From an optimization exercise on the open Yosys and OpenROAD flow, aimed at small area and a short achievable clock period; shortcuts taken in it are not production practice. In this exercise RTL edits were held to simulation tests only and were not proved equivalent to the original. Power figures rest on the tool's default switching activity, not on a simulated workload.

<file path="run.sh">
#!/bin/bash
# synth_recipe.tcl (not shown) runs the flow's synth.tcl, then flattens the netlist and writes it again
# the make line also repeats each setting of config.mk as NAME=value (left out here)
make -C /OpenROAD-flow-scripts/flow DESIGN_CONFIG=/design/flow/config.mk WORK_HOME=/design/flow/orfs CLKGATE_MAP_FILE= SYNTH_SCRIPT=/design/flow/synth_recipe.tcl finish
</file>
<file path="config.mk">
export PLATFORM = sky130hd
export DESIGN_NAME = data_mem_responder
export DESIGN_NICKNAME = data_mem_responder
export VERILOG_FILES = /design/flow/design.v
export SDC_FILE = /design/flow/constraint.sdc
export NUM_CORES = 4
export LEC_CHECK = 0
export CAP_MARGIN = 20
export CORE_MARGIN = 2
export CORE_UTILIZATION = 60
export SETUP_SLACK_MARGIN = 3.4
export SLEW_MARGIN = 20
</file>
<file path="constraint.sdc">
create_clock -name core_clock -period 6.0 [get_ports {clk}]
set_input_delay 1.2000 -clock core_clock [delete_from_list [all_inputs] [get_ports {clk}]]
set_output_delay 1.2000 -clock core_clock [all_outputs]
set_load 0.01 [all_outputs]
</file>
<file path="design.v">
module data_mem_responder #(
  parameter int DEPTH       = 64,
  parameter int WAIT_STATES = 2
) (
  input  logic        clk,
  input  logic        reset,
  input  logic        req_valid,
  output logic        req_ready,
  input  logic        req_write,
  input  logic [31:0] req_addr,
  input  logic [31:0] req_wdata,
  input  logic [3:0]  req_be,
  output logic        rsp_valid,
  input  logic        rsp_ready,
  output logic [31:0] rsp_rdata,
  output logic        rsp_err
);
  logic idle_q, w1_q, w2_q, resp_q;
  always_ff @(posedge clk) begin
    if (reset) begin
      idle_q <= 1'b1;
      w1_q   <= 1'b0;
      w2_q   <= 1'b0;
      resp_q <= 1'b0;
    end else begin
      idle_q <= (idle_q & ~req_valid) | (resp_q & rsp_ready);
      w1_q   <= idle_q & req_valid;
      w2_q   <= w1_q;
      resp_q <= w2_q | (resp_q & ~rsp_ready);
    end
  end
  logic [5:0] cnt_q;
  logic       seen_reset_q;
  always_ff @(posedge clk) begin
    if (reset) seen_reset_q <= 1'b1;
    if (seen_reset_q || !reset) cnt_q <= cnt_q + 6'd1;
    else                        cnt_q <= 6'd0;
  end
  logic [5:0]  pos_q;
  logic        err_q, wr_q;
  logic [31:0] wdata_q;
  logic [3:0]  be_q;
  logic        a_err;
  assign a_err = (|req_addr[1:0]) | (|req_addr[31:8]);
  logic [5:0] pos_d;
  assign pos_d = idle_q ? req_addr[7:2] + cnt_q : pos_q + 6'd1;
  always_ff @(posedge clk) begin
    pos_q <= pos_d;
    if (idle_q) begin
      wr_q    <= req_write;
      wdata_q <= req_wdata;
      be_q    <= req_be;
    end
    err_q <= (idle_q & a_err) | (~idle_q & err_q);
  end
  logic arm1_q, arm2_q, wact;
  logic st_ok;
  assign st_ok = wr_q & ~err_q;
  always_ff @(posedge clk) begin
    arm1_q <= w2_q & st_ok & ~reset;
    arm2_q <= arm1_q;
  end
  assign wact = (w2_q & st_ok & ~reset) | arm1_q | arm2_q;
  localparam int NPORT = 22;
  logic [31:0] ring_d [64];
  logic [NPORT-1:0] psel_q;
  always_ff @(posedge clk)
    for (int k = 0; k < NPORT; k++)
      psel_q[k] <= pos_d == 6'(3 * k);
  function automatic logic inv_pos(input integer p);
    inv_pos = p == 0 ? 1'b1 : ((p - 1) / 3) % 2 == 1;
  endfunction
  logic [31:0] wdata_n;
  assign wdata_n = ~wdata_q;
  logic [31:0] ring_q [64];
  for (genvar p = 0; p < 64; p++) begin : g_ring
    localparam int PREV = (p + 63) % 64;
    if (PREV % 3 == 0) begin : g_port
      for (genvar i = 0; i < 4; i++) begin : g_byte
        logic s;
        assign s = psel_q[PREV / 3] & wact & be_q[i];
        dmr_port8 u_port (
          .s (s),
          .sn(~s),
          .w (inv_pos(PREV) ? wdata_n[8*i +: 8] : wdata_q[8*i +: 8]),
          .p (ring_q[PREV][8*i +: 8]),
          .y (ring_d[p][8*i +: 8])
        );
        always_ff @(posedge clk)
          ring_q[p][8*i +: 8] <= ring_d[p][8*i +: 8];
      end
    end else begin : g_pass
      always_ff @(posedge clk)
        ring_q[p] <= ring_q[PREV];
    end
  end
  logic [31:0] rword;
  always_comb begin
    rword = 32'd0;
    for (int k = 0; k < 32; k++)
      rword = rword | ({32{pos_q[5:1] == 5'(k)}} & (inv_pos(2*k) ? ~ring_q[2*k] : ring_q[2*k]));
  end
  logic [31:0] rdata_q;
  logic        rd_ld;
  assign rd_ld = (w1_q | w2_q) & ~pos_q[0];
  always_ff @(posedge clk)
    rdata_q <= ({32{rd_ld & ~wr_q & ~err_q}} & rword) | ({32{~rd_ld}} & rdata_q);
  assign req_ready = idle_q;
  assign rsp_valid = resp_q;
  assign rsp_rdata = rdata_q;
  assign rsp_err   = err_q;
endmodule
module dmr_port8 (
  input  logic       s,
  input  logic       sn,
  input  logic [7:0] w,
  input  logic [7:0] p,
  output logic [7:0] y
);
  assign y = ~(({8{s}} & w) | ({8{sn}} & p));
endmodule
</file>
==> results of run 1 <==
==> synth_stat cells (8+ instances only) <==
cell,number
inv_1,11
a2111o_1,16
edfxtp_1,38
buf_2,73
a2111oi_0,30
a221oi_1,9
o2bb2ai_1,26
o21ai_0,33
a2bb2oi_1,54
a21oi_1,362
a22oi_1,34
o22ai_1,114
nor2_1,408
o221ai_1,9
o211ai_1,8
nand3_1,39
o2111a_1,19
a22o_1,17
o2111ai_1,47
or3_1,95
and3_1,28
a211oi_1,11
clkbuf_1,154
nand4_1,23
nor3_1,85
mux2i_1,357
nor4_1,36
or4_1,21
dfxtp_1,2120
buf_1,13
nand2_1,196
o22a_1,29
==> metrics by stage <==
step	instances	util (%)	instance area [um^2]
after floorplan	4638	-	59000
after global placement	5854	63.2	61300
after detailed placement	5854	63.2	61300
after CTS	6313	72.7	70600
after global routing	6366	73.8	71500
final	6369	73.8	71500
==> worst reg2reg max path, stage by stage (launching register included) <==
cell and delay (ns):
dfxtp_4 0.42, buf_12 0.18, or3b_4 0.50, buf_4 0.18, nor2_1 0.60, a2111oi_0 0.30
o2111ai_1 0.27, nor4_4 0.10, o21ai_1 0.16
==> layer usage <==
| layer | global-route usage (%) | part of all wire (%) | wire, um | vias up |
|---|---|---|---|---|
| li1 | - | - | - | 16890 |
| met1 | 53.5 | 41 | 81600 | 19259 |
| met2 | 58.1 | 43 | 86300 | 2370 |
| met3 | 10.2 | 11 | 22000 | 611 |
| met4 | 17.4 | 5.0 | 9900 | 16 |
| met5 | 0 | 0.053 | 105 | - |
==> kinds of logic after synthesis <==
group / after synthesis
simple gates: 987
xor+xnor: 10
mux: 358
flops: 2158
fa+ha+maj: 8
buf+inv: 261
compound gates: 856
==> worst max-delay path by stage <==
stage                          start                      to  cells after the start
global placement               reset   ring_q[19][9]$_DFF_P_                      7
detailed placement             reset  ring_q[19][11]$_DFF_P_                      7
finish              pos_q[3]$_DFF_P_     rdata_q[29]$_DFF_P_                      8
CTS                            reset  ring_q[19][28]$_DFF_P_                      7
floorplan                req_addr[2]       psel_q[5]$_DFF_P_                     10
global route        pos_q[3]$_DFF_P_     rdata_q[29]$_DFF_P_                      8
==> timing repair <==
| action | 4_1_cts | 5_1_grt |
|---|---|---|
| hold buffers | 0 | 0 |
| pin swaps | 30 | 18 |
| setup endpoints to repair | 793 | 765 |
| resized for setup | 434 | 123 |
| setup buffers | 91 | 50 |
| cloned | 9 | 3 |
==> sequential cells by signal, summed over array words and instances (netlist names), 4 cells and up, named ones only <==
signal	flops
rdata_q	32
ring_q	2048
cnt_q	6
wdata_q	32
psel_q	22
be_q	4
pos_q	6
==> power by group <==
part           internal [mW]  switching (mW)  total (mW)
registers               14.4           0.160        14.6
logic                  0.659            1.10        1.75
clock network           7.73            5.31        13.0
total                   22.8            6.57        29.4
==> layout make-up <==
cell class                      count  area share, %
Inverter                           11         0.0577
Tap cell                         1276           2.23
Clock buffer                      299           8.45
Antenna cell                        3         0.0105
Clock inverter                     60           1.11
Sequential cell                  2158           61.0
Multi-Input combinational cell   2225           22.0
Timing Repair Buffer              337           5.22
==> placed cells by master (no fill, tap or decap), types with 21 or more instances in the layout <==
cell type / n
and3_1: 27
clkinv_2: 34
a21oi_1: 361
nand2_2: 38
dfxtp_1: 2099
buf_4: 134
nor3_1: 77
o21ai_0: 31
clkbuf_16: 204
nand2_4: 52
clkdlybuf4s50_1: 68
mux2i_1: 356
nand2_1: 88
buf_12: 52
nor2_1: 392
clkbuf_1: 37
buf_6: 27
a22oi_1: 34
o2bb2ai_1: 26
o2111ai_1: 46
nand4_1: 23
nand2_8: 21
or3_1: 92
edfxtp_1: 38
o22a_1: 29
nand3_1: 38
o22ai_1: 113
clkbuf_8: 58
a2bb2oi_1: 54
==> flow_metrics.py, run 1 <==
metrics = {
    "synth": {
        "synth.yosys.seq_area_share_pct": 74.1,
        "synth_compound_area_share_pct": 9.74,
        "synth_area_per_cell_um2": 12.7,
        "synth.distinct_cells": 74,
        "synth_top_family_by_area": "compound AO/OA/AOI/OAI gates",
        "synthTopCellsByArea": "dfxtp_1, mux2i_1, a21oi_1, nor2_1, edfxtp_1",
        "synthArstFlopShare_pct": 0,
        "syn_nets": 4719,
        "synthFlopType": "dfxtp_1",
        "yosysTopAreaCell": "dfxtp_1",
        "yosys_warnings": 4,
        "synth-xor-area-share_pct": 0.149,
        "synthAdderAreaFrac_pct": 0.183,
        "netlist_area_um2": 58800,
        "synth-simple-area-share_pct": 7.84,
        "synth_cells": 4638,
        "synth_edf_count": 38,
        "ys_seq_elements": 2158,
        "synth_top_area_share_pct": 72.1,
        "muxShareOfSynthArea_pct": 6.09,
    },
    "cts": {
        "cts_buffers": 194,
        "cts_root_buf": "clkbuf_16",
        "cts_tree": "done",
        "cts_buffer_depth": 3,
        "cts.reportedPaths.clkPinSlew_ns": 0.06,
        "clk_latency_ns": 0.81,
        "cts.sinks": 2158,
        "h-tree-depth": 4,
    },
    "place": {
        "io_buffers": 107,
        "gp_congestion": 0.885,
        "place_worst_setup_slack_ns": 1.62,
        "dp_hpwl_mm": 118,
    },
    "setup_path": {
        "cp.required_ns": 6.72,
        "cp_max_fo": 14,
        "startpoint_type": "flop",
        "cpMaxStageDelayCell": "nor2_1",
        "endpoint_kind": "flop",
        "r2r_slack_ns": 3.21,
        "worstSetupPathType": "reg2reg",
        "crit_arrival_ns": 3.51,
        "r2r-start": "pos_q[3]$_DFF_P_",
        "crit_buf_inv": 2,
        "r2r_end": "rdata_q[29]$_DFF_P_",
        "critPathMaxStageDelay_ns": 0.60,
        "path_cells": "buf_12, or3b_4, buf_4, nor2_1, a2111oi_0, o2111ai_1, nor4_4, o21ai_1",
        "r2r_cells": 8,
        "path_delay_family": "simple AND/OR/NAND/NOR gates",
    },
    "cells_and_area": {
        "multi_input_area_um2": 15700,
        "nFillCells": 6460,
        "areaGrowthSynthToFinish_pct": 21.6,
        "drive_gt1_share_pct": 16.5,
        "seqCellArea_um2": 43600,
        "num-nets-final": 5008,
    },
    "hold_path": {
        "hold_depth": 0,
        "worstHoldPathType": "reg2reg",
        "min_to": "ring_q[32][15]$_DFF_P_",
        "min_from": "ring_q[31][15]$_DFF_P_",
    },
    "run": {
        "max_cap_violations": 0,
    },
    "global_routing": {
        "grt_max_degree": 35,
        "grt_overflow_total": 0,
        "grt_pass1_vias": 36864,
        "grt_usage_pct": 38.9,
        "antenna_found_initial": 15,
        "grt_pass1_wl_mm": 272,
    },
    "sta": {
        "final_max_slew_viol_count": 0,
        "finalSetupViolations": 0,
        "fin_crit_sh_pct": 46.6,
        "clock.fmax_ghz": 0.358,
        "finalClockSkew_ns": 0.0276,
        "min_period_ns": 2.79,
        "max-slew-margin-rel_pct": 31.7,
        "worstMarginPinSlew_ns": 1.02,
        "hold_violations": 0,
        "timing.hold.ws_ns": 0.315,
        "tns_ns": 0,
        "postLayoutSetupSlackWorst_ns": 3.21,
        "rsz0062_at_grt": "true",
    },
    "floorplan": {
        "start_util_pct": 60.7,
        "die_area_um2": 101000,
        "core_um2": 97000,
        "rows": 114,
        "num_io_pins": 108,
        "dieHeight_um": 317,
        "fp.dieW_um": 317,
    },
    "detailed_routing": {
        "ant_nets": 0,
        "remaining_drc_errors": 0,
        "vias": 39146,
        "wl_per_cell_um": 31.4,
        "drt_iter0_drc": 5087,
        "dr.pass1.iters": 6,
        "wl_mm": 200,
        "via_per_inst": 6.15,
    },
    "power": {
        "ir_drop_mv": 0.298,
        "power.total_mw": 29.4,
        "p_per_area_nw_per_um2": 410,
        "p_leak_nw": 32.0,
    },
    "status": {
        "status": "finished clean",
    },
}
==> inputs of run 2 (changes only) <==
--- a/config.mk
+++ b/config.mk
@@ -10,2 +10,4 @@
 export CORE_UTILIZATION = 60
+export CTS_CLUSTER_DIAMETER = 80
+export CTS_CLUSTER_SIZE = 30
 export SETUP_SLACK_MARGIN = 3.4
==> run 2 against run 1 <==
Compared with the run above: still clean; via count is 2.7% lower; sequential share of layout area up 4.1 points; maximum frequency is 5.2% higher; hold slack worse by 0.0041 ns; largest cell class unchanged.
==> flow_metrics.py, run 2 <==
metrics = {
    "status": {
        "status": "finished clean",
    },
    "cts": {
        "cts_root_buf": "clkbuf_16",
        "clk_latency_ns": 0.71,
        "cts_buffer_depth": 3,
        "cts_tree": "done",
        "cts.sinks": 2158,
        "cts.reportedPaths.clkPinSlew_ns": 0.11,
        "cts_buffers": 82,
        "h-tree-depth": 3,
    },
    "setup_path": {
        "worstSetupPathType": "reg2reg",
        "cp.required_ns": 6.61,
        "r2r-start": "pos_q[3]$_DFF_P_",
        "crit_arrival_ns": 3.26,
        "r2r_end": "rdata_q[9]$_DFF_P_",
        "cp_max_fo": 14,
        "r2r_slack_ns": 3.34,
        "endpoint_kind": "flop",
        "startpoint_type": "flop",
        "r2r_cells": 9,
    },
    "cells_and_area": {
        "final_cell_mix": "dfxtp_1, nor2_1, a21oi_1",
        "final_common_cell": "dfxtp_1",
        "regMostFlops": "ring_q",
        "drive_gt1_share_pct": 11.4,
        "largestRegisters": "ring_q: 2048 flops, rdata_q: 32 flops, wdata_q: 32 flops",
        "largest_reg_flops": 2048,
        "areaGrowthSynthToFinish_pct": 14.0,
        "num-nets-final": 4888,
    },
    "global_routing": {
        "grt_overflow_total": 0,
        "grt_max_degree": 35,
        "antenna_found_initial": 10,
        "grt_usage_pct": 38.4,
        "grt_pass1_wl_mm": 269,
        "grt_pass1_vias": 35580,
    },
    "power": {
        "p_leak_nw": 30.2,
        "ir_drop_mv": 0.323,
        "power.total_mw": 23.3,
        "p_per_area_nw_per_um2": 347,
    },
    "hold_path": {
        "worstHoldPathType": "reg2reg",
        "min_to": "ring_q[14][20]$_DFF_P_",
        "min_from": "ring_q[13][20]$_DFF_P_",
        "hold_depth": 0,
    },
    "synth": {
        "synthTopCellsByCount": "dfxtp_1, nor2_1, a21oi_1",
        "synth_compound_area_share_pct": 9.74,
        "netlist_area_um2": 58800,
        "synthArstFlopShare_pct": 0,
        "synth_area_per_cell_um2": 12.7,
        "synth_edf_count": 38,
        "muxShareOfSynthArea_pct": 6.09,
        "synth.distinct_cells": 74,
        "synthFlopType": "dfxtp_1",
        "synth_top_area_share_pct": 72.1,
        "synth_most_common_cell": "dfxtp_1",
        "synth-simple-area-share_pct": 7.84,
        "synthTopCellsByArea": "dfxtp_1, mux2i_1, a21oi_1, nor2_1, edfxtp_1",
        "synth-xor-area-share_pct": 0.149,
        "syn_nets": 4719,
        "yosys_warnings": 4,
        "synth_top_family_by_area": "compound AO/OA/AOI/OAI gates",
        "yosysTopAreaCell": "dfxtp_1",
        "synthAdderAreaFrac_pct": 0.183,
        "ys_seq_elements": 2158,
        "synth.yosys.seq_area_share_pct": 74.1,
        "synth_cells": 4638,
    },
    "place": {
        "dp_hpwl_mm": 118,
        "io_buffers": 107,
        "gp_congestion": 0.885,
    },
    "sta": {
        "clock.fmax_ghz": 0.377,
        "rsz0062_at_grt": "true",
        "finalClockSkew_ns": 0.0312,
        "hold_violations": 0,
        "fin_crit_sh_pct": 44.3,
        "final_max_slew_viol_count": 0,
        "tns_ns": 0,
        "max-slew-margin-rel_pct": 25.4,
        "worstMarginPinSlew_ns": 1.12,
        "min_period_ns": 2.66,
        "finalSetupViolations": 0,
    },
    "detailed_routing": {
        "wl_mm": 196,
        "ant_nets": 0,
        "via_per_inst": 6.22,
        "wl_per_cell_um": 32.1,
        "remaining_drc_errors": 0,
        "drt_iter0_drc": 5129,
        "dr.pass1.iters": 6,
        "vias": 38073,
    },
    "run": {
        "max_cap_violations": 0,
    },
    "floorplan": {
        "dieHeight_um": 317,
        "fp.dieW_um": 317,
        "core_um2": 97000,
        "die_area_um2": 101000,
        "num_io_pins": 108,
        "start_util_pct": 60.7,
        "rows": 114,
    },
}
==> run 2: cell counts after synthesis <==
Identical to the previous run, type by type.
==> run 2: cells by family (layout without fill, tap and decap cells) <==
kind of cell,count (synthesis),after routing
buf+inv,261,453
xor+xnor,10,10
compound gates,856,856
mux,358,358
other cells,0,9
fa+ha+maj,8,8
simple gates,987,993
flops,2158,2158
==> run 2: report_power, final <==
part | switching [mW] | leakage [nW] | internal, mW | total, mW
Combinational | 1.10 | 11.2 | 0.631 | 1.73
Sequential | 0.161 | 17.9 | 14.4 | 14.6
Clock | 4.25 | 1.13 | 2.74 | 6.99
==> run 2: worst max path at each step <==
stage | endpoint | slack (ns) | from | cells past startpoint
6_report | rdata_q[9]$_DFF_P_ | 3.34 | pos_q[3]$_DFF_P_ | 9
5_1_grt | rdata_q[9]$_DFF_P_ | 3.30 | pos_q[4]$_DFF_P_ | 8
4_1_cts | rdata_q[9]$_DFF_P_ | 3.28 | pos_q[1]$_DFF_P_ | 8
3_5_place_dp | ring_q[19][11]$_DFF_P_ | 1.62 | reset | 7
3_3_place_gp | ring_q[19][9]$_DFF_P_ | 1.74 | reset | 7
2_1_floorplan | psel_q[5]$_DFF_P_ | 3.13 | req_addr[2] | 10
==> run 2: layout make-up <==
class	count	area, um^2
flip-flops and latches	2158	43600
fillers	7008	29900
multi-input cells	2225	15900
repair buffers	329	3570
clock buffers	111	2310
well taps	1276	1600
inverters	11	41.3
clock inverters	2	37.5
diodes	9	22.5
==> run 2: worst max-delay path, cell delays in order (launching register included) <==
cell and delay [ns]:
dfxtp_4 0.41, buf_12 0.17, or3b_4 0.30, buf_4 0.17
nor2_4 0.05, buf_6 0.18, buf_4 0.24, a2111o_1 0.47
nor4_4 0.38, o21ai_0 0.12
==> run 2: per-stage QoR <==
step | utilization [%] | cells | instance area [um^2] | setup slack [ns] | hold WS (ns)
2_1_floorplan | - | 4638 | 59000 | 3.13 | 0.310
3_3_place_gp | 63.2 | 5854 | 61300 | 1.74 | 0.310
3_5_place_dp | 63.2 | 5854 | 61300 | 1.62 | 0.312
4_1_cts | 68.5 | 6086 | 66500 | 3.28 | 0.319
5_1_grt | 69.1 | 6112 | 67000 | 3.30 | 0.310
6_report | 69.1 | 6121 | 67100 | 3.34 | 0.311
==> run 2: layer usage <==
metal,track usage [%],wire [um]
met1,53.9,81900
met2,57.1,84400
met3,9.33,20400
met4,16.0,9520
met5,0,0
==> run 2: what timing repair did <==
action                     CTS  global route
pin swaps                   29            17
cloned                      11             2
setup endpoints to repair  793           696
resized for setup          436            79
buffers inserted           108            24
hold buffers                 0             0
==> inputs of run 3 (changes only) <==
--- a/design.v
+++ b/design.v
@@ -96,2 +96,8 @@
   end
+  logic [7:0] rhi_q;
+  logic [3:0] rlo_q;
+  always_ff @(posedge clk) begin
+    for (int g = 0; g < 8; g++) rhi_q[g] <= pos_d[5:3] == 3'(g);
+    for (int j = 0; j < 4; j++) rlo_q[j] <= pos_d[2:1] == 2'(j);
+  end
   logic [31:0] rword;
@@ -100,3 +106,3 @@
     for (int k = 0; k < 32; k++)
-      rword = rword | ({32{pos_q[5:1] == 5'(k)}} & (inv_pos(2*k) ? ~ring_q[2*k] : ring_q[2*k]));
+      rword = rword | ({32{rhi_q[k / 4] & rlo_q[k % 4]}} & (inv_pos(2*k) ? ~ring_q[2*k] : ring_q[2*k]));
   end
--- a/config.mk
+++ b/config.mk
@@ -12,3 +12,3 @@
 export CTS_CLUSTER_SIZE = 30
-export SETUP_SLACK_MARGIN = 3.4
+export SETUP_SLACK_MARGIN = 3.45
 export SLEW_MARGIN = 20
==> run 3 against run 2 <==
Compared with the run above: synthesized cell count is 3.3% higher; flip-flop and latch count is 12 higher; clock skew is 0.0037 ns higher.
==> flow_metrics.py, run 3 <==
metrics = {
    "status": {
        "status": "finished clean",
    },
    "detailed_routing": {
        "dr.pass1.iters": 5,
        "via_per_inst": 6.04,
        "wl_mm": 177,
        "remaining_drc_errors": 0,
        "wl_per_cell_um": 29.0,
        "vias": 36939,
        "ant_nets": 0,
        "drt_iter0_drc": 4404,
    },
    "sta": {
        "hold_violations": 0,
        "clock.fmax_ghz": 0.382,
        "postLayoutSetupSlackWorst_ns": 3.38,
        "worstMarginPinSlew_ns": 1.09,
        "rsz0062_at_grt": "true",
        "final_max_slew_viol_count": 0,
        "min_period_ns": 2.62,
        "max-slew-margin-rel_pct": 26.8,
        "finalSetupViolations": 0,
        "fin_crit_sh_pct": 43.6,
        "tns_ns": 0,
        "finalClockSkew_ns": 0.0348,
    },
    "global_routing": {
        "antenna_found_initial": 6,
        "grt_max_degree": 79,
        "grt_pass1_wl_mm": 249,
        "grt_pass1_vias": 34939,
        "grt_overflow_total": 0,
        "grt_usage_pct": 34.1,
    },
    "cells_and_area": {
        "drive_gt1_share_pct": 7.84,
        "largestRegisters": "ring_q: 2048 flops, rdata_q: 32 flops, wdata_q: 32 flops",
        "largest_reg_flops": 2048,
        "num-nets-final": 4871,
        "final_cells": 6111,
        "final_common_cell": "dfxtp_1",
        "final_util_pct": 66.2,
        "regMostFlops": "ring_q",
        "final_cell_mix": "dfxtp_1, a21oi_1, nor2_1",
        "areaGrowthSynthToFinish_pct": 9.57,
    },
    "synth": {
        "synth.yosys.seq_area_share_pct": 73.9,
        "yosysTopAreaCell": "dfxtp_1",
        "synth_most_common_cell": "dfxtp_1",
        "netlist_area_um2": 59300,
        "synthTopCellsByCount": "dfxtp_1, a21oi_1, nor2_1",
        "syn_nets": 4872,
        "synth_top_area_share_pct": 71.9,
        "synth_cells": 4791,
        "synthFlopType": "dfxtp_1",
        "synth_area_per_cell_um2": 12.4,
        "synthArstFlopShare_pct": 0,
        "synthTopCellsByArea": "dfxtp_1, mux2i_1, a21oi_1, nor2_1, nand2_1",
        "synth_edf_count": 38,
        "yosys_warnings": 4,
        "ys_seq_elements": 2170,
        "synth.distinct_cells": 76,
    },
    "hold_path": {
        "min_from": "ring_q[19][14]$_DFF_P_",
        "worstHoldPathType": "reg2reg",
        "hold_depth": 0,
        "min_to": "ring_q[20][14]$_DFF_P_",
    },
    "cts": {
        "h-tree-depth": 3,
        "cts_root_buf": "clkbuf_16",
        "cts.sinks": 2170,
        "clk_latency_ns": 0.70,
        "cts_buffer_depth": 3,
        "cts_buffers": 82,
        "cts.reportedPaths.clkPinSlew_ns": 0.11,
        "cts_tree": "done",
    },
    "place": {
        "dp_hpwl_mm": 102,
        "io_buffers": 107,
        "place_worst_setup_slack_ns": 1.58,
        "gp_congestion": 0.828,
        "dp.cells": 5967,
    },
    "setup_path": {
        "r2r_end": "rdata_q[18]$_DFF_P_",
        "r2r_cells": 6,
        "crit_arrival_ns": 3.26,
        "cp_max_fo": 22,
        "r2r-start": "rhi_q[6]$_DFF_P_",
        "cp.required_ns": 6.64,
        "worstSetupPathType": "reg2reg",
        "startpoint_type": "flop",
        "endpoint_kind": "flop",
        "r2r_slack_ns": 3.38,
    },
    "power": {
        "p_per_area_nw_per_um2": 354,
        "ir_drop_mv": 0.277,
        "p_leak_nw": 28.7,
        "power.total_mw": 23.0,
    },
    "floorplan": {
        "dieHeight_um": 318,
        "start_util_pct": 60.5,
        "rows": 115,
        "num_io_pins": 108,
        "die_area_um2": 101000,
        "fp.dieW_um": 318,
        "core_um2": 98100,
    },
    "run": {
        "max_cap_violations": 0,
    },
}
run 3: cell families (layout without fill, tap and decap cells):
kind of cell	after synthesis	in the layout	synth area share (%)
muxes	353	353	5.96
adders and majority gates	8	8	0.181
other	0	1	0
and+or+nand+nor	900	900	6.50
AOI/OAI and AO/OA	1061	1062	11.4
buffers and inverters	289	320	1.96
DFF	2170	2170	73.9
xor gates and xnor gates	10	10	0.160
run 3: layer usage:
metal  wire (um)  global-route usage, %  part of all wire (%)  vias to the layer above
met5           0                      0                     0                        -
met4        6560                   11.3                   3.7                        0
met3       14300                   5.35                   8.1                      348
met2       79100                   52.9                    45                     1749
met1       77400                   49.1                    44                    18314
li1            -                      -                     -                    16528
run 3: worst max-delay path, cell delays in order, from the launching register on:
cell     delay, ns
dfxtp_4       0.76
buf_4         0.58
nand2_1       0.42
o22ai_1       0.30
nor3_1        0.08
nand4_1       0.23
a22o_1        0.16
run 3: worst max-delay path by stage:
stage / startpoint / endpoint / slack (ns) / cells past startpoint
detailed placement: reset / ring_q[49][27]$_DFF_P_ / 1.58 / 6
floorplan: req_addr[2] / psel_q[16]$_DFF_P_ / 3.08 / 8
global placement: reset / ring_q[25][31]$_DFF_P_ / 1.64 / 6
finish: rhi_q[6]$_DFF_P_ / rdata_q[18]$_DFF_P_ / 3.38 / 6
CTS: reset / ring_q[19][21]$_DFF_P_ / 3.31 / 7
global route: rdata_q[11]$_DFF_P_ / rsp_rdata[11] / 3.45 / 1
run 3: final cells by class:
| cell class | instances | area [um^2] |
|---|---|---|
| flip-flops and latches | 2170 | 43900 |
| repair buffers | 175 | 1810 |
| multi-input cells | 2333 | 15100 |
| well taps | 1287 | 1610 |
| inverters | 28 | 206 |
| clock buffers | 116 | 2330 |
| clock inverters | 1 | 20.0 |
| diodes | 1 | 2.50 |
| fillers | 7480 | 33100 |
run 3: timing repair:
| item | 4_1_cts | 5_1_grt |
|---|---|---|
| setup endpoints to repair | 804 | 630 |
| pin swaps | 11 | 6 |
| hold buffers | 0 | 0 |
| gates resized for setup | 312 | 64 |
| setup buffers | 18 | 4 |
| gates cloned | 1 | 3 |
run 3: through the flow:
stage	cell area (um^2)	hold WS, ns
after floorplan	59400	0.310
after global placement	61400	0.310
after detailed placement	61400	0.312
after CTS	64700	0.321
after global routing	65000	0.326
final	65000	0.324
run 3: power by group:
part           internal (mW)  leakage (nW)  switching [mW]
sequential              14.5          18.0           0.236
clock                   2.75          1.14            4.22
combinational          0.422          9.54           0.894
total                   17.7          28.7            5.35
==> inputs of run 4 (changes only) <==
--- a/design.v
+++ b/design.v
@@ -96,8 +96,5 @@
   end
-  logic [7:0] rhi_q;
-  logic [3:0] rlo_q;
-  always_ff @(posedge clk) begin
-    for (int g = 0; g < 8; g++) rhi_q[g] <= pos_d[5:3] == 3'(g);
-    for (int j = 0; j < 4; j++) rlo_q[j] <= pos_d[2:1] == 2'(j);
-  end
+  logic [31:0] rsel_q;
+  always_ff @(posedge clk)
+    for (int k = 0; k < 32; k++) rsel_q[k] <= pos_d[5:1] == 5'(k);
   logic [31:0] rword;
@@ -106,3 +103,3 @@
     for (int k = 0; k < 32; k++)
-      rword = rword | ({32{rhi_q[k / 4] & rlo_q[k % 4]}} & (inv_pos(2*k) ? ~ring_q[2*k] : ring_q[2*k]));
+      rword = rword | ({32{rsel_q[k]}} & (inv_pos(2*k) ? ~ring_q[2*k] : ring_q[2*k]));
   end
==> run 4 against run 3 <==
Compared with the run above: critical path type unchanged; routed wire length shrank 1.3%; synthesized cell count is 2.3% lower; final area is 1.4% lower; synthesized area down 1.0%; power down 1.7%; sequential share of layout area grew 1.5 points; critical path depth stayed put; first-iteration DRC count shrank 9.2%; critical endpoint is now rdata_q[16]$_DFF_P_; utilization fell by 0.091 points.
==> flow_metrics.py, run 4 <==
metrics = {
    "sta": {
        "rsz0062_at_grt": "true",
        "hold_violations": 0,
        "finalSetupViolations": 0,
        "fin_crit_sh_pct": 43.1,
        "finalClockSkew_ns": 0.0147,
        "clock.fmax_ghz": 0.387,
        "tns_ns": 0,
        "min_period_ns": 2.58,
        "worstMarginPinSlew_ns": 0.987,
        "max-slew-margin-rel_pct": 34.2,
        "final_max_slew_viol_count": 0,
    },
    "synth": {
        "synth_most_common_cell": "dfxtp_1",
        "synth_edf_count": 38,
        "synth.distinct_cells": 63,
        "synthArstFlopShare_pct": 0,
        "synth_cells": 4682,
        "synthTopCellsByArea": "dfxtp_1, mux2i_1, a21oi_1, nor2_1, o22ai_1",
        "netlist_area_um2": 58700,
        "syn_nets": 4763,
        "ys_seq_elements": 2190,
        "yosys_warnings": 4,
        "yosysTopAreaCell": "dfxtp_1",
        "synth_top_area_share_pct": 73.4,
        "synthTopCellsByCount": "dfxtp_1, nor2_1, a21oi_1",
        "synth.yosys.seq_area_share_pct": 75.3,
        "synth_area_per_cell_um2": 12.5,
        "synthFlopType": "dfxtp_1",
    },
    "status": {
        "status": "finished clean",
    },
    "global_routing": {
        "grt_max_degree": 34,
        "grt_overflow_total": 0,
        "grt_usage_pct": 34.3,
        "grt_pass1_wl_mm": 243,
        "antenna_found_initial": 6,
        "grt_pass1_vias": 33362,
    },
    "setup_path": {
        "path_cells": "inv_4, buf_6, o22ai_1, or4_1, nor4_2, o21ai_1",
        "crit_arrival_ns": 3.16,
        "worstSetupPathType": "reg2reg",
        "endpoint_kind": "flop",
        "crit_buf_inv": 2,
        "r2r_cells": 6,
        "r2r_end": "rdata_q[16]$_DFF_P_",
        "path_delay_family": "simple AND/OR/NAND/NOR gates",
        "cp_max_fo": 17,
        "critPathMaxStageDelay_ns": 0.56,
        "startpoint_type": "flop",
        "cp.required_ns": 6.58,
        "cpMaxStageDelayCell": "or4_1",
        "r2r-start": "rsel_q[23]$_DFF_P_",
        "r2r_slack_ns": 3.42,
    },
    "cts": {
        "cts.reportedPaths.clkPinSlew_ns": 0.11,
        "cts_buffers": 82,
        "cts.sinks": 2190,
        "cts_tree": "done",
        "clk_latency_ns": 0.71,
        "cts_root_buf": "clkbuf_16",
        "holdBufCountCts": 0,
        "cts_buffer_depth": 3,
        "h-tree-depth": 3,
    },
    "hold_path": {
        "hold_depth": 0,
        "min_to": "ring_q[18][21]$_DFF_P_",
        "min_from": "ring_q[17][21]$_DFF_P_",
        "worstHoldPathType": "reg2reg",
    },
    "floorplan": {
        "start_util_pct": 60.6,
        "rows": 114,
        "fp.dieW_um": 317,
        "core_um2": 96900,
        "die_area_um2": 100000,
        "dieHeight_um": 317,
        "num_io_pins": 108,
    },
    "detailed_routing": {
        "remaining_drc_errors": 0,
        "wl_met2_mm": 77.8,
        "drt_iter0_drc": 3998,
        "dr.pass1.iters": 6,
        "highest_layer": "met5",
        "via_per_inst": 5.92,
        "ant_nets": 0,
        "wl_met3_mm": 14.2,
        "wl_mm": 175,
        "wl_per_cell_um": 29.0,
        "wl_met1_mm": 75.7,
        "vias": 35726,
    },
    "place": {
        "io_buffers": 107,
        "gp_congestion": 0.853,
        "dp_hpwl_mm": 102,
        "dp.cells": 5887,
    },
    "cells_and_area": {
        "final_common_cell": "dfxtp_1",
        "regMostFlops": "ring_q",
        "final_cell_mix": "dfxtp_1, nor2_1, a21oi_1",
        "num-nets-final": 4804,
        "largest_reg_flops": 2048,
        "final_util_pct": 66.1,
        "final_cells": 6031,
        "drive_gt1_share_pct": 7.81,
        "areaGrowthSynthToFinish_pct": 9.08,
    },
    "power": {
        "p_leak_nw": 28.4,
        "ir_drop_mv": 0.322,
        "p_per_area_nw_per_um2": 353,
    },
    "run": {
        "max_cap_violations": 0,
    },
}
==> run 4: cell count changes after synthesis, sizes merged, moves of 22 or more <==
cell,change
a222oi,-22
o31a,-23
o221ai,-34
clkbuf,-31
o21ai,+44
nand2b,-61
or4,+81
o22ai,+60
nor4,+35
nand3,-22
a21oi,-37
==> run 4: final cells by class <==
type	instances	area (um^2)
inverter	30	200
timing repair buffer	179	1650
clock inverter	1	8.76
antenna	2	5.00
tap	1276	1600
fill	7422	32800
sequential	2190	44300
multi-input combinational	2240	14100
clock buffer	113	2270
==> run 4: power by group <==
group / switching [mW] / internal, mW / total (mW)
Clock: 4.23 / 2.68 / 6.91
Sequential: 0.190 / 14.6 / 14.8
Combinational: 0.559 / 0.333 / 0.891
==> run 4: metrics by stage <==
stage | hold slack [ns] | power, mW | setup WS [ns] | cell area [um^2]
after floorplan | 0.310 | 15.5 | 3.25 | 58800
after global placement | 0.309 | 15.9 | 1.62 | 60900
after detailed placement | 0.312 | 15.9 | 1.61 | 60900
after CTS | 0.334 | 22.6 | 3.45 | 64000
after global routing | 0.337 | 23.2 | 3.37 | 64100
final | 0.326 | 22.6 | 3.42 | 64100
==> run 4: kinds of logic (layout without fill, tap and decap cells) <==
kind of cell | after synthesis | count (layout) | share of synthesized area [%]
AND/OR/NAND/NOR | 943 | 943 | 7.29
buffers and inverters | 254 | 323 | 1.85
AO/OA/AOI/OAI | 920 | 922 | 9.14
adder cells (fa/ha/maj) | 8 | 8 | 0.183
multiplexers | 355 | 355 | 6.05
XOR/XNOR | 12 | 12 | 0.192
other | 0 | 2 | 0
flip-flops | 2190 | 2190 | 75.3
==> run 4: how the worst max path moves through the flow <==
| stage | startpoint | to | depth (start not counted) |
|---|---|---|---|
| final | rsel_q[23]$_DFF_P_ | rdata_q[16]$_DFF_P_ | 6 |
| after floorplan | req_addr[3] | rsel_q[21]$_DFF_P_ | 7 |
| after CTS | rdata_q[31]$_DFF_P_ | rsp_rdata[31] | 1 |
| after detailed placement | reset | ring_q[31][13]$_DFF_P_ | 6 |
| after global routing | rsel_q[19]$_DFF_P_ | rdata_q[29]$_DFF_P_ | 6 |
| after global placement | reset | ring_q[7][8]$_DFF_P_ | 6 |
==> run 4: timing repair <==
action | CTS | global route
pin swaps | 8 | 1
resized for setup | 219 | 63
cloned | 2 | 0
buffers inserted | 23 | 3
endpoints found under the setup margin | 822 | 69
==> run 4: worst reg2reg max path, cell delays in order, from the launching register on <==
cell     delay (ns)
dfxtp_1        0.34
inv_4          0.33
buf_6          0.41
o22ai_1        0.17
or4_1          0.56
nor4_2         0.52
o21ai_1        0.11
==> run 4: routing by layer <==
metal | track usage, % | up-vias
met2 | 53.2 | 1625
met3 | 5.08 | 361
li1 | - | 16076
met5 | 0 | -
met4 | 12.5 | 4
met1 | 49.3 | 17660
==> inputs of run 5 (changes only) <==
==> flow/run.sh (new file) <==
#!/bin/bash
set -euo pipefail
export BUFFER_PORTS_ARGS="-buffer_cell sky130_fd_sc_hd__buf_4"
bash standard.sh > standard.log 2>&1
==> standard.sh (new file) <==
#!/bin/bash
# synth_recipe.tcl (not shown) runs the flow's synth.tcl, then flattens the netlist and writes it again
# the make line also repeats each setting of config.mk as NAME=value (left out here)
make -C /OpenROAD-flow-scripts/flow DESIGN_CONFIG=/design/flow/config.mk WORK_HOME=/design/flow/orfs CLKGATE_MAP_FILE= SYNTH_SCRIPT=/design/flow/synth_recipe.tcl "${@:-finish}"
removed: run.sh
==> run 5 against run 4 <==
Compared with the run above: highest routed layer is now met4; register-to-register slack better by 0.03 ns; maximum frequency up 1.2%; hold slack about the same; setup slack better by 0.030 ns; die area unchanged; first-iteration DRC count up 4.0%; critical endpoint is now rdata_q[9]$_DFF_P_.
==> flow_metrics.py, run 5 <==
metrics = {
    "cells_and_area": {
        "final_cells": 6020,
        "num-nets-final": 4796,
        "antenna_cells": 0,
        "final_common_cell": "dfxtp_1",
        "regMostFlops": "ring_q",
        "largest_reg_flops": 2048,
        "areaGrowthSynthToFinish_pct": 8.38,
        "final_cell_area_um2": 63700,
        "drive_gt1_share_pct": 9.09,
        "final_cell_mix": "dfxtp_1, nor2_1, a21oi_1",
    },
    "sta": {
        "fin_crit_sh_pct": 42.6,
        "finalClockSkew_ns": 0.0235,
        "rsz0062_at_grt": "true",
        "postLayoutSetupSlackWorst_ns": 3.45,
        "min_period_ns": 2.55,
        "max-slew-margin-rel_pct": 21.6,
        "hold_violations": 0,
        "worstMarginPinSlew_ns": 1.17,
        "clock.fmax_ghz": 0.392,
        "tns_ns": 0,
        "final_max_slew_viol_count": 0,
        "finalSetupViolations": 0,
    },
    "power": {
        "switchingPower_mw": 4.97,
        "ir_drop_mv": 0.270,
        "p_leak_nw": 28.0,
        "seq_power_share_pct": 65.4,
        "pwr-share-comb_pct": 3.9,
        "clkPwrFrac_pct": 30.8,
        "swShare_pct": 22.0,
        "p_int_mw": 17.7,
        "p_per_area_nw_per_um2": 356,
    },
    "place": {
        "dp.cells": 5882,
        "dp_hpwl_mm": 101,
        "place_area_um2": 60600,
        "io_buffers": 107,
        "place_worst_setup_slack_ns": 1.97,
        "gp_congestion": 0.844,
    },
    "hold_path": {
        "worstHoldPathType": "reg2reg",
        "min_from": "ring_q[47][19]$_DFF_P_",
        "min_to": "ring_q[48][19]$_DFF_P_",
        "hold_depth": 0,
    },
    "setup_path": {
        "crit_buf_inv": 2,
        "critPathMaxStageDelay_ns": 0.57,
        "endpoint_kind": "flop",
        "path_cells": "inv_6, buf_4, o21ai_0, or4_1, nor4_1, o21ai_1",
        "cp_max_fo": 20,
        "worstSetupPathType": "reg2reg",
        "crit_arrival_ns": 3.12,
        "r2r_cells": 6,
        "cpMaxStageDelayCell": "or4_1",
        "crit_path_start": "rsel_q[21]$_DFF_P_",
        "startpoint_type": "flop",
        "r2r_end": "rdata_q[9]$_DFF_P_",
        "path_delay_family": "simple AND/OR/NAND/NOR gates",
        "cp.required_ns": 6.56,
        "r2r_slack_ns": 3.45,
        "r2r-start": "rsel_q[21]$_DFF_P_",
    },
    "floorplan": {
        "num_io_pins": 108,
        "core_um2": 96900,
        "die_area_um2": 100000,
        "rows": 114,
        "start_util_pct": 60.6,
        "dieHeight_um": 317,
        "fp.dieW_um": 317,
    },
    "cts": {
        "clk_latency_ns": 0.71,
        "cts.reportedPaths.clkPinSlew_ns": 0.11,
        "cts_root_buf": "clkbuf_16",
        "cts_buffers": 82,
        "h-tree-depth": 3,
        "cts_buffer_depth": 3,
        "holdBufCountCts": 0,
        "cts_tree": "done",
        "cts.sinks": 2190,
    },
    "synth": {
        "synth.yosys.seq_area_share_pct": 75.3,
        "synth_top_family_by_area": "compound AO/OA/AOI/OAI gates",
        "synth_area_per_cell_um2": 12.5,
        "synth_compound_area_share_pct": 9.14,
        "synthTopCellsByCount": "dfxtp_1, nor2_1, a21oi_1",
        "syn_nets": 4763,
        "synthFlopType": "dfxtp_1",
        "synthArstFlopShare_pct": 0,
        "synth_most_common_cell": "dfxtp_1",
        "synth.distinct_cells": 63,
        "synth_edf_count": 38,
        "synthTopCellsByArea": "dfxtp_1, mux2i_1, a21oi_1, nor2_1, o22ai_1",
        "yosys_warnings": 4,
        "synth_cells": 4682,
        "synth-simple-area-share_pct": 7.29,
        "synth_top_area_share_pct": 73.4,
        "synthAdderAreaFrac_pct": 0.183,
        "yosysTopAreaCell": "dfxtp_1",
        "netlist_area_um2": 58700,
        "ys_seq_elements": 2190,
        "synth-xor-area-share_pct": 0.192,
        "muxShareOfSynthArea_pct": 6.05,
    },
    "detailed_routing": {
        "vias": 35649,
        "remaining_drc_errors": 0,
        "via_per_inst": 5.92,
        "wl_mm": 173,
        "dr.pass1.iters": 5,
        "drt_iter0_drc": 4156,
        "wl_per_cell_um": 28.8,
        "ant_nets": 0,
    },
    "global_routing": {
        "grt_usage_pct": 33.9,
        "grt_pass1_wl_mm": 240,
        "grt_max_degree": 32,
        "antenna_found_initial": 2,
        "grt_overflow_total": 0,
        "grt_pass1_vias": 33463,
    },
    "status": {
        "status": "finished clean",
    },
    "run": {
        "max_cap_violations": 0,
    },
}
## run 5: cell types whose count changed in the layout (fill, tap and decap cells not counted), sizes merged, moves of 2 or more
| cell | previous run | this run |
|---|---|---|
| buf | 77 | 169 |
| clkdlybuf4s50 | 66 | 0 |
| clkdlybuf4s15 | 19 | 0 |
| clkbuf | 125 | 113 |
| dlygate4sd2 | 4 | 0 |
| a21boi | 7 | 9 |
| diode | 2 | 0 |
## run 5: power groups by stage
stage | clock network [mW] | logic (mW) | registers, mW
6_report | 6.97 | 0.873 | 14.8
5_1_grt | 7.49 | 0.902 | 14.8
2_1_floorplan | 0 | 0.503 | 15.0
3_3_place_gp | 0 | 0.782 | 15.1
3_5_place_dp | 0 | 0.784 | 15.1
4_1_cts | 7.00 | 0.846 | 14.8
## run 5: layout make-up
type	count	area, um^2
multi-input combinational	2242	13900
inverter	30	193
fill	7369	33200
clock buffer	113	2320
timing repair buffer	169	1430
sequential	2190	44200
tap	1276	1600
## run 5: routing by layer
metal | up-vias | wire length (um) | global-route usage (%) | share of wire [%]
met5 | - | 0 | 0 | 0
li1 | 16080 | - | - | -
met2 | 1557 | 78300 | 53.6 | 45
met1 | 17669 | 75400 | 48.0 | 43
met4 | 0 | 6340 | 11.2 | 3.7
met3 | 343 | 13500 | 5.42 | 7.8
## run 5: worst max-delay path by stage
stage	end	slack, ns	cells after the start
3_3_place_gp	ring_q[19][14]$_DFF_P_	1.98	6
5_1_grt	ring_q[7][23]$_DFF_P_	3.45	7
6_report	rdata_q[9]$_DFF_P_	3.45	6
4_1_cts	ring_q[43][23]$_DFF_P_	3.24	6
3_5_place_dp	ring_q[13][22]$_DFF_P_	1.97	6
2_1_floorplan	rsel_q[21]$_DFF_P_	3.25	7
## run 5: cells by family after synthesis
| group | after synthesis |
|---|---|
| flip-flops | 2190 |
| AO/OA/AOI/OAI | 920 |
| AND/OR/NAND/NOR | 943 |
| buffers and inverters | 254 |
| multiplexers | 355 |
| XOR/XNOR | 12 |
| adder cells (fa/ha/maj) | 8 |
## run 5: repair_timing
action,in CTS,in global routing
gates resized for setup,110,14
pin swaps,5,7
hold endpoints to repair,0,0
setup buffers,10,11
endpoints found under the setup margin,767,436
gates cloned,4,0
## run 5: stage by stage
stage	util (%)	power (mW)	hold WS, ns
floorplan	-	15.5	0.310
global placement	62.6	15.9	0.309
detailed placement	62.6	15.9	0.312
CTS	65.5	22.6	0.324
global route	65.7	23.2	0.322
finish	65.7	22.6	0.326
## run 5: worst register-to-register path, stage by stage, from the launching register on
cell,delay (ns)
dfxtp_1,0.36
inv_6,0.33
buf_4,0.41
o21ai_0,0.13
or4_1,0.57
nor4_1,0.53
o21ai_1,0.11
==> inputs of run 6 (changes only) <==
--- a/design.v
+++ b/design.v
@@ -55,10 +55,11 @@
   end
-  logic arm1_q, arm2_q, wact;
-  logic st_ok;
+  logic       st_ok, arm1_q, armx_q;
+  logic [3:0] cb_q, wb;
   assign st_ok = wr_q & ~err_q;
   always_ff @(posedge clk) begin
+    cb_q   <= be_q & {4{w1_q & st_ok & ~reset}};
     arm1_q <= w2_q & st_ok & ~reset;
-    arm2_q <= arm1_q;
+    armx_q <= (w2_q & st_ok & ~reset) | arm1_q;
   end
-  assign wact = (w2_q & st_ok & ~reset) | arm1_q | arm2_q;
+  assign wb = (cb_q & {4{~reset}}) | (be_q & {4{armx_q}});
   localparam int NPORT = 22;
@@ -80,3 +81,3 @@
         logic s;
-        assign s = psel_q[PREV / 3] & wact & be_q[i];
+        assign s = psel_q[PREV / 3] & wb[i];
         dmr_port8 u_port (
==> flow/run.sh (replaced) <==
#!/bin/bash
set -euo pipefail
export BUFFER_PORTS_ARGS="-buffer_cell sky130_fd_sc_hd__buf_4"
bash standard.sh MATCH_CELL_FOOTPRINT=0 finish > standard.log 2>&1
==> run 6 against run 5 <==
Compared with the run above: flip-flop and latch count grew 4; critical path type is now in2reg; hold slack lost 0.0016 ns; synthesized area shrank 0.25%; routed wire length grew 1.5%; power grew 0.55%; maximum frequency shrank 0.73%; global-route usage grew 0.47 points; still clean; synthesized cell count grew 0.19%; largest power group unchanged.
==> flow_metrics.py, run 6 <==
metrics = {
    "cts": {
        "cts.sinks": 2194,
        "cts_buffers": 83,
        "cts_buffer_depth": 3,
        "cts_tree": "done",
        "cts_root_buf": "clkbuf_16",
        "h-tree-depth": 3,
        "clk_latency_ns": 0.70,
        "holdBufCountCts": 0,
        "cts.reportedPaths.clkPinSlew_ns": 0.12,
    },
    "synth": {
        "synth.distinct_cells": 57,
        "synth.yosys.seq_area_share_pct": 75.6,
        "synthFlopType": "dfxtp_1",
        "synth_most_common_cell": "dfxtp_1",
        "synth_area_per_cell_um2": 12.5,
        "synth_top_area_share_pct": 73.7,
        "synthTopCellsByCount": "dfxtp_1, nor2_1, a21oi_1",
        "synthArstFlopShare_pct": 0,
        "synthTopCellsByArea": "dfxtp_1, mux2i_1, a21oi_1, nor2_1, o22ai_1",
        "ys_seq_elements": 2194,
        "yosys_warnings": 4,
        "netlist_area_um2": 58600,
        "synth_cells": 4691,
        "yosysTopAreaCell": "dfxtp_1",
        "syn_nets": 4772,
        "synth_edf_count": 38,
    },
    "cells_and_area": {
        "final_cell_mix": "dfxtp_1, nor2_1, a21oi_1",
        "final_util_pct": 65.7,
        "largest_reg_flops": 2048,
        "regMostFlops": "ring_q",
        "final_cell_area_um2": 63500,
        "final_common_cell": "dfxtp_1",
        "areaGrowthSynthToFinish_pct": 8.45,
        "num-nets-final": 4808,
        "drive_gt1_share_pct": 7.33,
    },
    "setup_path": {
        "cp.required_ns": 6.64,
        "crit_arrival_ns": 3.21,
        "endpoint_kind": "flop",
        "startpoint_type": "primary input",
        "worstSetupPathType": "in2reg",
        "cp_max_fo": 7,
    },
    "floorplan": {
        "rows": 114,
        "start_util_pct": 60.6,
        "num_io_pins": 108,
        "fp.dieW_um": 316,
        "dieHeight_um": 316,
        "core_um2": 96700,
        "die_area_um2": 100000,
    },
    "global_routing": {
        "grt_overflow_total": 0,
        "grt_usage_pct": 34.4,
        "grt_max_degree": 34,
        "antenna_found_initial": 7,
        "grt_pass1_vias": 33378,
        "grt_pass1_wl_mm": 242,
    },
    "power": {
        "pwr-share-comb_pct": 3.9,
        "switchingPower_mw": 5.03,
        "p_leak_nw": 27.9,
        "p_per_area_nw_per_um2": 358,
        "p_int_mw": 17.7,
        "ir_drop_mv": 0.272,
        "clkPwrFrac_pct": 30.9,
        "seq_power_share_pct": 65.2,
        "swShare_pct": 22.1,
    },
    "place": {
        "dp_hpwl_mm": 105,
        "place_worst_setup_slack_ns": 2.48,
        "place_area_um2": 60600,
        "io_buffers": 107,
        "gp_congestion": 0.907,
    },
    "sta": {
        "hold_violations": 0,
        "tns_ns": 0,
        "fin_crit_sh_pct": 42.9,
        "rsz0062_at_grt": "true",
        "postLayoutSetupSlackWorst_ns": 3.43,
        "finalSetupViolations": 0,
        "clock.fmax_ghz": 0.389,
        "min_period_ns": 2.57,
        "worstMarginPinSlew_ns": 1.15,
        "final_max_slew_viol_count": 0,
        "max-slew-margin-rel_pct": 23.6,
        "finalClockSkew_ns": 0.0280,
    },
    "detailed_routing": {
        "wl_per_cell_um": 29.1,
        "ant_nets": 0,
        "drt_iter0_drc": 4496,
        "wl_mm": 176,
        "highest_layer": "met5",
        "via_per_inst": 5.95,
        "wl_met1_mm": 75.7,
        "wl_met2_mm": 75.9,
        "dr.pass1.iters": 6,
        "wl_met3_mm": 17.8,
        "vias": 35938,
        "remaining_drc_errors": 0,
    },
    "hold_path": {
        "worstHoldPathType": "reg2reg",
    },
    "run": {
        "max_cap_violations": 0,
    },
    "status": {
        "status": "finished clean",
    },
}
## run 6: cell types whose count changed in the layout (fill, tap and decap cells not counted), sizes merged, moves of 5 or more
cell | before | now
o22ai | 203 | 210
a22o | 33 | 48
clkinv | 0 | 5
nand2 | 341 | 336
or4 | 83 | 72
buf | 169 | 174
o221ai | 14 | 9
clkbuf | 113 | 119
a21boi | 9 | 0
nor4 | 47 | 58
a22oi | 22 | 15
or3 | 10 | 4
## run 6: worst paths after layout
| kind | slack [ns] | to | start | cells past startpoint |
|---|---|---|---|---|
| min | 0.32 | ring_q[60][16]$_DFF_P_ | ring_q[59][16]$_DFF_P_ | 0 |
| max reg2reg | 3.43 | rdata_q[4]$_DFF_P_ | rsel_q[28]$_DFF_P_ | 5 |
| max | 3.43 | psel_q[21]$_DFF_P_ | req_addr[2] | 10 |
| min reg2reg | 0.32 | ring_q[60][16]$_DFF_P_ | ring_q[59][16]$_DFF_P_ | 0 |
## run 6: through the flow
stage / power [mW] / std cells / hold WS [ns]
after floorplan: 15.5 / 4691 / 0.310
after global placement: 15.9 / 5900 / 0.310
after detailed placement: 15.9 / 5900 / 0.312
after CTS: 22.7 / 6023 / 0.331
after global routing: 23.3 / 6038 / 0.335
final: 22.8 / 6040 / 0.324
## run 6: cell families after synthesis
group                      synth area share (%)
buffers and inverters                      1.69
xor gates and xnor gates                  0.192
DFF                                        75.6
muxes                                      6.07
adders and majority gates                 0.184
and+or+nand+nor                            7.10
AOI/OAI and AO/OA                          9.14
## run 6: final cells by class
class,instances,area (um^2)
antenna,2,5.00
clock buffer,118,2340
clock inverter,2,35.0
fill,7394,33200
inverter,34,201
multi-input combinational,2239,13600
sequential,2194,44300
tap,1276,1600
timing repair buffer,175,1460
## run 6: layer usage
layer | track usage (%) | vias to the layer above
met5 | 0 | -
met4 | 10.6 | 12
met3 | 7.76 | 381
met2 | 51.8 | 1809
met1 | 49.7 | 17626
li1 | - | 16110
## run 6: critical path, stage by stage
cell	delay, ns
buf_6	0.10
ha_4	0.15
fa_2	0.35
a21o_1	0.23
a21o_1	0.20
a221o_2	0.48
buf_12	0.17
clkinv_8	0.07
nand2_8	0.06
nor3_2	0.20
## run 6: repair_timing
| action | in CTS | in global routing |
|---|---|---|
| setup buffers | 3 | 13 |
| gates cloned | 0 | 2 |
| resized for setup | 67 | 35 |
| pin swaps | 0 | 7 |
| setup endpoints to repair | 83 | 59 |
## run 6: power groups by stage
stage | sequential (mW) | clock [mW] | combinational, mW
2_1_floorplan | 15.0 | 0 | 0.491
3_3_place_gp | 15.2 | 0 | 0.777
3_5_place_dp | 15.2 | 0 | 0.779
4_1_cts | 14.8 | 7.08 | 0.827
5_1_grt | 14.8 | 7.56 | 0.913
6_report | 14.8 | 7.04 | 0.883
==> inputs of run 7 (changes only) <==
==> run.sh (new file) <==
#!/bin/bash
# synth_recipe.tcl (not shown) runs the flow's synth.tcl, then flattens the netlist and writes it again
# the make line also repeats each setting of config.mk as NAME=value (left out here)
make -C /OpenROAD-flow-scripts/flow DESIGN_CONFIG=/design/flow/config.mk WORK_HOME=/design/flow/orfs CLKGATE_MAP_FILE= SYNTH_SCRIPT=/design/flow/synth_recipe.tcl finish
removed: flow/run.sh
removed: standard.sh
==> run 7 against run 6 <==
Compared with the run above: still clean on timing, DRC and antenna; critical path depth down 4; count of clock-buffer cells in the layout shrank 1; first-iteration DRC count is 2.0% higher; setup slack worse by 0.017 ns; largest cell class unchanged.
==> flow_metrics.py, run 7 <==
metrics = {
    "synth": {
        "synthArstFlopShare_pct": 0,
        "synth.distinct_cells": 57,
        "synth.yosys.seq_area_share_pct": 75.6,
        "yosysTopAreaCell": "dfxtp_1",
        "netlist_area_um2": 58600,
        "ys_seq_elements": 2194,
        "synth_top_family_by_area": "compound AO/OA/AOI/OAI gates",
        "yosys_warnings": 4,
        "synthAdderAreaFrac_pct": 0.184,
        "synth_edf_count": 38,
        "synth-xor-area-share_pct": 0.192,
        "synth_cells": 4691,
        "syn_nets": 4772,
        "synthTopCellsByCount": "dfxtp_1, nor2_1, a21oi_1",
        "synth_compound_area_share_pct": 9.14,
        "synth-simple-area-share_pct": 7.10,
        "synth_area_per_cell_um2": 12.5,
        "synth_most_common_cell": "dfxtp_1",
        "synth_top_area_share_pct": 73.7,
        "synthTopCellsByArea": "dfxtp_1, mux2i_1, a21oi_1, nor2_1, o22ai_1",
        "muxShareOfSynthArea_pct": 6.07,
        "synthFlopType": "dfxtp_1",
    },
    "sta": {
        "final_max_slew_viol_count": 0,
        "hold_violations": 0,
        "worstMarginPinSlew_ns": 1.16,
        "postLayoutSetupSlackWorst_ns": 3.41,
        "tns_ns": 0,
        "rsz0062_at_grt": "true",
        "finalSetupViolations": 0,
        "max-slew-margin-rel_pct": 22.5,
        "clock.fmax_ghz": 0.386,
        "fin_crit_sh_pct": 43.2,
        "min_period_ns": 2.59,
        "finalClockSkew_ns": 0.0271,
    },
    "cells_and_area": {
        "drive_gt1_share_pct": 7.14,
        "areaGrowthSynthToFinish_pct": 9.35,
        "regMostFlops": "ring_q",
        "num-nets-final": 4812,
        "final_cells": 6042,
        "largest_reg_flops": 2048,
        "final_common_cell": "dfxtp_1",
        "final_cell_mix": "dfxtp_1, nor2_1, a21oi_1",
        "final_util_pct": 66.2,
        "nFillCells": 7413,
    },
    "cts": {
        "cts_buffers": 83,
        "cts_buffer_depth": 3,
        "cts.sinks": 2194,
        "cts_root_buf": "clkbuf_16",
        "h-tree-depth": 3,
        "clk_latency_ns": 0.70,
        "cts_tree": "done",
        "cts.reportedPaths.clkPinSlew_ns": 0.11,
    },
    "status": {
        "status": "finished clean",
    },
    "setup_path": {
        "crit_arrival_ns": 3.13,
        "cp_common_cell": "o21ai_0",
        "crit_buf_inv": 2,
        "cp.depth": 6,
        "cp.required_ns": 6.55,
        "endpoint_kind": "flop",
        "cpMaxStageDelayCell": "or4_1",
        "path_delay_family": "simple AND/OR/NAND/NOR gates",
        "critPathMaxStageDelay_ns": 0.64,
        "startpoint_type": "flop",
        "path_cells": "clkinv_4, buf_8, o21ai_0, or4_1, nor4_2, o21ai_0",
        "cp_max_fo": 17,
        "worstSetupPathType": "reg2reg",
        "r2r_cells": 6,
    },
    "global_routing": {
        "grt_overflow_total": 0,
        "antenna_found_initial": 5,
        "grt_pass1_wl_mm": 248,
        "grt_usage_pct": 35.4,
        "grt_max_degree": 34,
        "grt_pass1_vias": 33584,
    },
    "floorplan": {
        "core_um2": 96700,
        "die_area_um2": 100000,
        "start_util_pct": 60.6,
        "rows": 114,
        "fp.dieW_um": 316,
        "num_io_pins": 108,
        "dieHeight_um": 316,
    },
    "detailed_routing": {
        "wl_mm": 180,
        "drt_iter0_drc": 4585,
        "wl_per_cell_um": 29.9,
        "remaining_drc_errors": 0,
        "ant_nets": 0,
        "vias": 36055,
        "dr.pass1.iters": 6,
        "via_per_inst": 5.97,
    },
    "place": {
        "place_worst_setup_slack_ns": 2.13,
        "gp_congestion": 0.950,
        "dp.cells": 5905,
        "io_buffers": 107,
        "dp_hpwl_mm": 109,
    },
    "hold_path": {
        "worstHoldPathType": "reg2reg",
        "hold_depth": 0,
    },
    "run": {
        "max_cap_violations": 0,
    },
    "power": {
        "p_leak_nw": 27.9,
        "power.total_mw": 22.8,
        "ir_drop_mv": 0.261,
        "p_per_area_nw_per_um2": 356,
    },
}
## run 7: cell types whose count changed in the layout (fill, tap and decap cells not counted), sizes merged
cell	change
a221o	+1
dlymetal6s2s	+2
dlygate4sd2	+3
clkbuf	+12
buf	-98
inv	-1
clkinv	-1
clkdlybuf4s15	+18
clkdlybuf4s50	+65
bufinv	+1
## run 7: per-layer routing
layer  up-vias  global-route usage, %  share of wire [%]
li1      16114                      -                  -
met1     17777                   51.3                 43
met2      1806                   54.0                 44
met3       356                   6.57                9.4
met4         2                   11.6                3.8
met5         -                      0             0.0072
## run 7: final timing paths
| path | start | end | slack, ns |
|---|---|---|---|
| setup / recovery | rsel_q[5]$_DFF_P_ | rdata_q[30]$_DFF_P_ | 3.41 |
| hold / removal | ring_q[47][20]$_DFF_P_ | ring_q[48][20]$_DFF_P_ | 0.30 |
| setup reg to reg | rsel_q[5]$_DFF_P_ | rdata_q[30]$_DFF_P_ | 3.41 |
| hold reg to reg | ring_q[47][20]$_DFF_P_ | ring_q[48][20]$_DFF_P_ | 0.30 |
## run 7: per-stage QoR
stage	hold WS [ns]	instance area (um^2)
after detailed placement	0.312	60900
final	0.299	64100
after global placement	0.310	60900
after floorplan	0.310	58700
after global routing	0.289	64100
after CTS	0.297	64000
## run 7: cell type report
| class | count | area [um^2] | area share (%) |
|---|---|---|---|
| flip-flops and latches | 2194 | 44300 | 69.2 |
| multi-input cells | 2240 | 13800 | 21.6 |
| clock buffers | 117 | 2330 | 3.64 |
| repair buffers | 178 | 1690 | 2.64 |
| well taps | 1276 | 1600 | 2.49 |
| inverters | 34 | 223 | 0.348 |
| clock inverters | 1 | 30.0 | 0.0469 |
| diodes | 2 | 5.00 | 0.00781 |
## run 7: power by group
group / leakage [nW] / switching [mW] / internal (mW) / total [mW]
Combinational: 8.62 / 0.617 / 0.338 / 0.955
Sequential: 18.2 / 0.156 / 14.6 / 14.8
Clock: 1.14 / 4.27 / 2.75 / 7.02
## run 7: logic make-up (layout without fill, tap and decap cells)
logic type	Yosys count	count (layout)
simple gates	941	941
fa+ha+maj	8	8
compound gates	922	924
buf+inv	259	330
flops	2194	2194
xor+xnor	12	12
other cells	0	2
mux	355	355
## run 7: repair_timing
| item | 4_1_cts | 5_1_grt |
|---|---|---|
| gates cloned | 3 | 0 |
| setup endpoints to repair | 811 | 74 |
| buffers inserted | 11 | 1 |
| hold buffers | 0 | 0 |
| pin swaps | 11 | 4 |
| resized for setup | 229 | 61 |
==> inputs of run 8 (changes only) <==
--- a/config.mk
+++ b/config.mk
@@ -10,4 +10,4 @@
 export CORE_UTILIZATION = 60
-export CTS_CLUSTER_DIAMETER = 80
-export CTS_CLUSTER_SIZE = 30
+export CTS_CLUSTER_DIAMETER = 60
+export CTS_CLUSTER_SIZE = 36
 export SETUP_SLACK_MARGIN = 3.45
==> run 8 against run 7 <==
Compared with the run above: sequential share of layout area down 2.3 points; synthesized cell count did not move; register-to-register slack is essentially flat; global-route usage up 0.21 points; sequential power barely moved; routed wire length is 0.67% higher; hold slack improved by 0.013 ns; critical path depth stayed put; final cell count is 1.8% higher; utilization rose by 2.2 points; power rose by 12%; die area unchanged; critical path type unchanged.
==> flow_metrics.py, run 8 <==
metrics = {
    "power": {
        "ir_drop_mv": 0.291,
        "pwr-share-comb_pct": 3.7,
        "seq_power_share_pct": 57.8,
        "clkPwrFrac_pct": 38.4,
        "switchingPower_mw": 6.21,
        "p_int_mw": 19.4,
        "p_per_area_nw_per_um2": 386,
    },
    "place": {
        "io_buffers": 107,
        "place_area_um2": 60900,
        "gp_congestion": 0.950,
        "dp_hpwl_mm": 109,
    },
    "detailed_routing": {
        "wl_per_cell_um": 29.5,
        "ant_nets": 0,
        "via_per_inst": 5.94,
        "dr.pass1.iters": 6,
        "wl_met1_mm": 78.8,
        "highest_layer": "met5",
        "wl_mm": 182,
        "wl_met2_mm": 79.8,
        "remaining_drc_errors": 0,
        "vias": 36563,
        "wl_met3_mm": 16.5,
    },
    "global_routing": {
        "grt_usage_pct": 35.7,
        "antenna_found_initial": 7,
        "grt_pass1_vias": 34216,
        "grt_max_degree": 37,
    },
    "sta": {
        "rsz0062_at_grt": "true",
        "finalClockSkew_ns": 0.0384,
        "max-slew-margin-rel_pct": 22.4,
        "tns_ns": 0,
        "hold_violations": 0,
        "fin_crit_sh_pct": 43.0,
        "final_max_slew_viol_count": 0,
        "min_period_ns": 2.58,
        "clock.fmax_ghz": 0.388,
        "timing.hold.ws_ns": 0.313,
    },
    "cts": {
        "cts.sinks": 2194,
        "cts.reportedPaths.clkPinSlew_ns": 0.10,
        "h-tree-depth": 3,
        "cts_buffers": 119,
    },
    "setup_path": {
        "startpoint_type": "flop",
        "endpoint_kind": "flop",
        "crit_arrival_ns": 3.22,
        "cp_max_fo": 18,
        "r2r_end": "rdata_q[4]$_DFF_P_",
        "r2r-start": "rsel_q[11]$_DFF_P_",
    },
    "synth": {
        "syn_nets": 4772,
        "synthTopCellsByCount": "dfxtp_1, nor2_1, a21oi_1",
        "synth_most_common_cell": "dfxtp_1",
        "synth.yosys.seq_area_share_pct": 75.6,
        "synthArstFlopShare_pct": 0,
        "yosys_warnings": 4,
        "synthTopCellsByArea": "dfxtp_1, mux2i_1, a21oi_1, nor2_1, o22ai_1",
        "synthFlopType": "dfxtp_1",
        "synth_edf_count": 38,
        "synth_area_per_cell_um2": 12.5,
        "synth_cells": 4691,
        "yosysTopAreaCell": "dfxtp_1",
    },
    "floorplan": {
        "rows": 114,
        "num_io_pins": 108,
        "core_um2": 96700,
        "start_util_pct": 60.6,
        "die_area_um2": 100000,
    },
    "cells_and_area": {
        "areaGrowthSynthToFinish_pct": 13.1,
        "final_common_cell": "dfxtp_1",
        "num-nets-final": 4851,
        "largest_reg_flops": 2048,
        "drive_gt1_share_pct": 10.2,
        "final_cell_mix": "dfxtp_1, nor2_1, a21oi_1",
    },
    "status": {
        "status": "finished clean",
    },
    "run": {
        "max_cap_violations": 0,
    },
}
## run 8: worst min-delay path by stage
stage | startpoint | endpoint | cells past startpoint
2_1_floorplan | ring_q[11][0]$_DFF_P_ | ring_q[12][0]$_DFF_P_ | 0
3_3_place_gp | ring_q[29][26]$_DFF_P_ | ring_q[30][26]$_DFF_P_ | 0
3_5_place_dp | ring_q[11][21]$_DFF_P_ | ring_q[12][21]$_DFF_P_ | 0
4_1_cts | ring_q[19][26]$_DFF_P_ | ring_q[20][26]$_DFF_P_ | 0
5_1_grt | ring_q[19][24]$_DFF_P_ | ring_q[20][24]$_DFF_P_ | 0
6_report | ring_q[23][24]$_DFF_P_ | ring_q[24][24]$_DFF_P_ | 0
## run 8: per-layer routing
metal  vias to the layer above  global-route usage (%)
met5                         -                       0
met1                     18086                    51.4
met4                         2                    11.3
met3                       364                    6.74
met2                      1788                    54.6
li1                      16323                       -
## run 8: area by class of cell
class	count	area (um^2)
diodes	1	2.50
clock buffers	133	3220
repair buffers	181	1750
well taps	1276	1600
clock inverters	93	1290
multi-input cells	2240	13800
flip-flops and latches	2194	44400
fillers	7131	30500
inverters	34	231
## run 8: metrics by stage
stage | power (mW) | setup WS, ns | std cells | util, %
finish | 25.6 | 3.42 | 6152 | 68.5
detailed placement | 16.0 | 2.13 | 5905 | 63.0
global route | 26.2 | 3.44 | 6151 | 68.5
global placement | 16.0 | 2.12 | 5905 | 63.0
floorplan | 15.5 | 3.14 | 4691 | -
CTS | 25.6 | 3.27 | 6145 | 68.3
## run 8: power by group through the flow
stage | Clock, mW | Combinational [mW] | Sequential, mW
after global placement | 0 | 0.841 | 15.1
after global routing | 10.4 | 0.983 | 14.8
after detailed placement | 0 | 0.840 | 15.1
final | 9.83 | 0.957 | 14.8
after floorplan | 0 | 0.491 | 15.0
after CTS | 9.86 | 0.906 | 14.8
## run 8: worst max-delay path: stages (launching register included)
cell and delay, ns:
dfxtp_1 0.35, inv_6 0.27, buf_8 0.32, o22ai_1 0.13, or4_1 0.55, or4b_1 0.61, a22o_1 0.23
## run 8: cells by family (layout without fill, tap and decap cells)
family / Yosys count / after routing / synth area share (%)
buf+inv: 259 / 441 / 1.69
xor+xnor: 12 / 12 / 0.192
flops: 2194 / 2194 / 75.6
other cells: 0 / 1 / 0
fa+ha+maj: 8 / 8 / 0.184
compound gates: 922 / 924 / 9.14
simple gates: 941 / 941 / 7.10
mux: 355 / 355 / 6.07
## run 8: repair_timing
action,CTS,global route
cloned,2,0
pin swaps,10,9
setup buffers,12,4
hold buffers,0,0
gates resized for setup,247,66
endpoints found under the setup margin,773,298

Setup slack of run 8, layout unchanged: 3.421 ns with ideal ports, 3.411 ns with driving cells assumed (clock clkbuf_16, inputs buf_2), 2.677 ns with port delays also shifted by the 0.819 ns mid clock arrival.
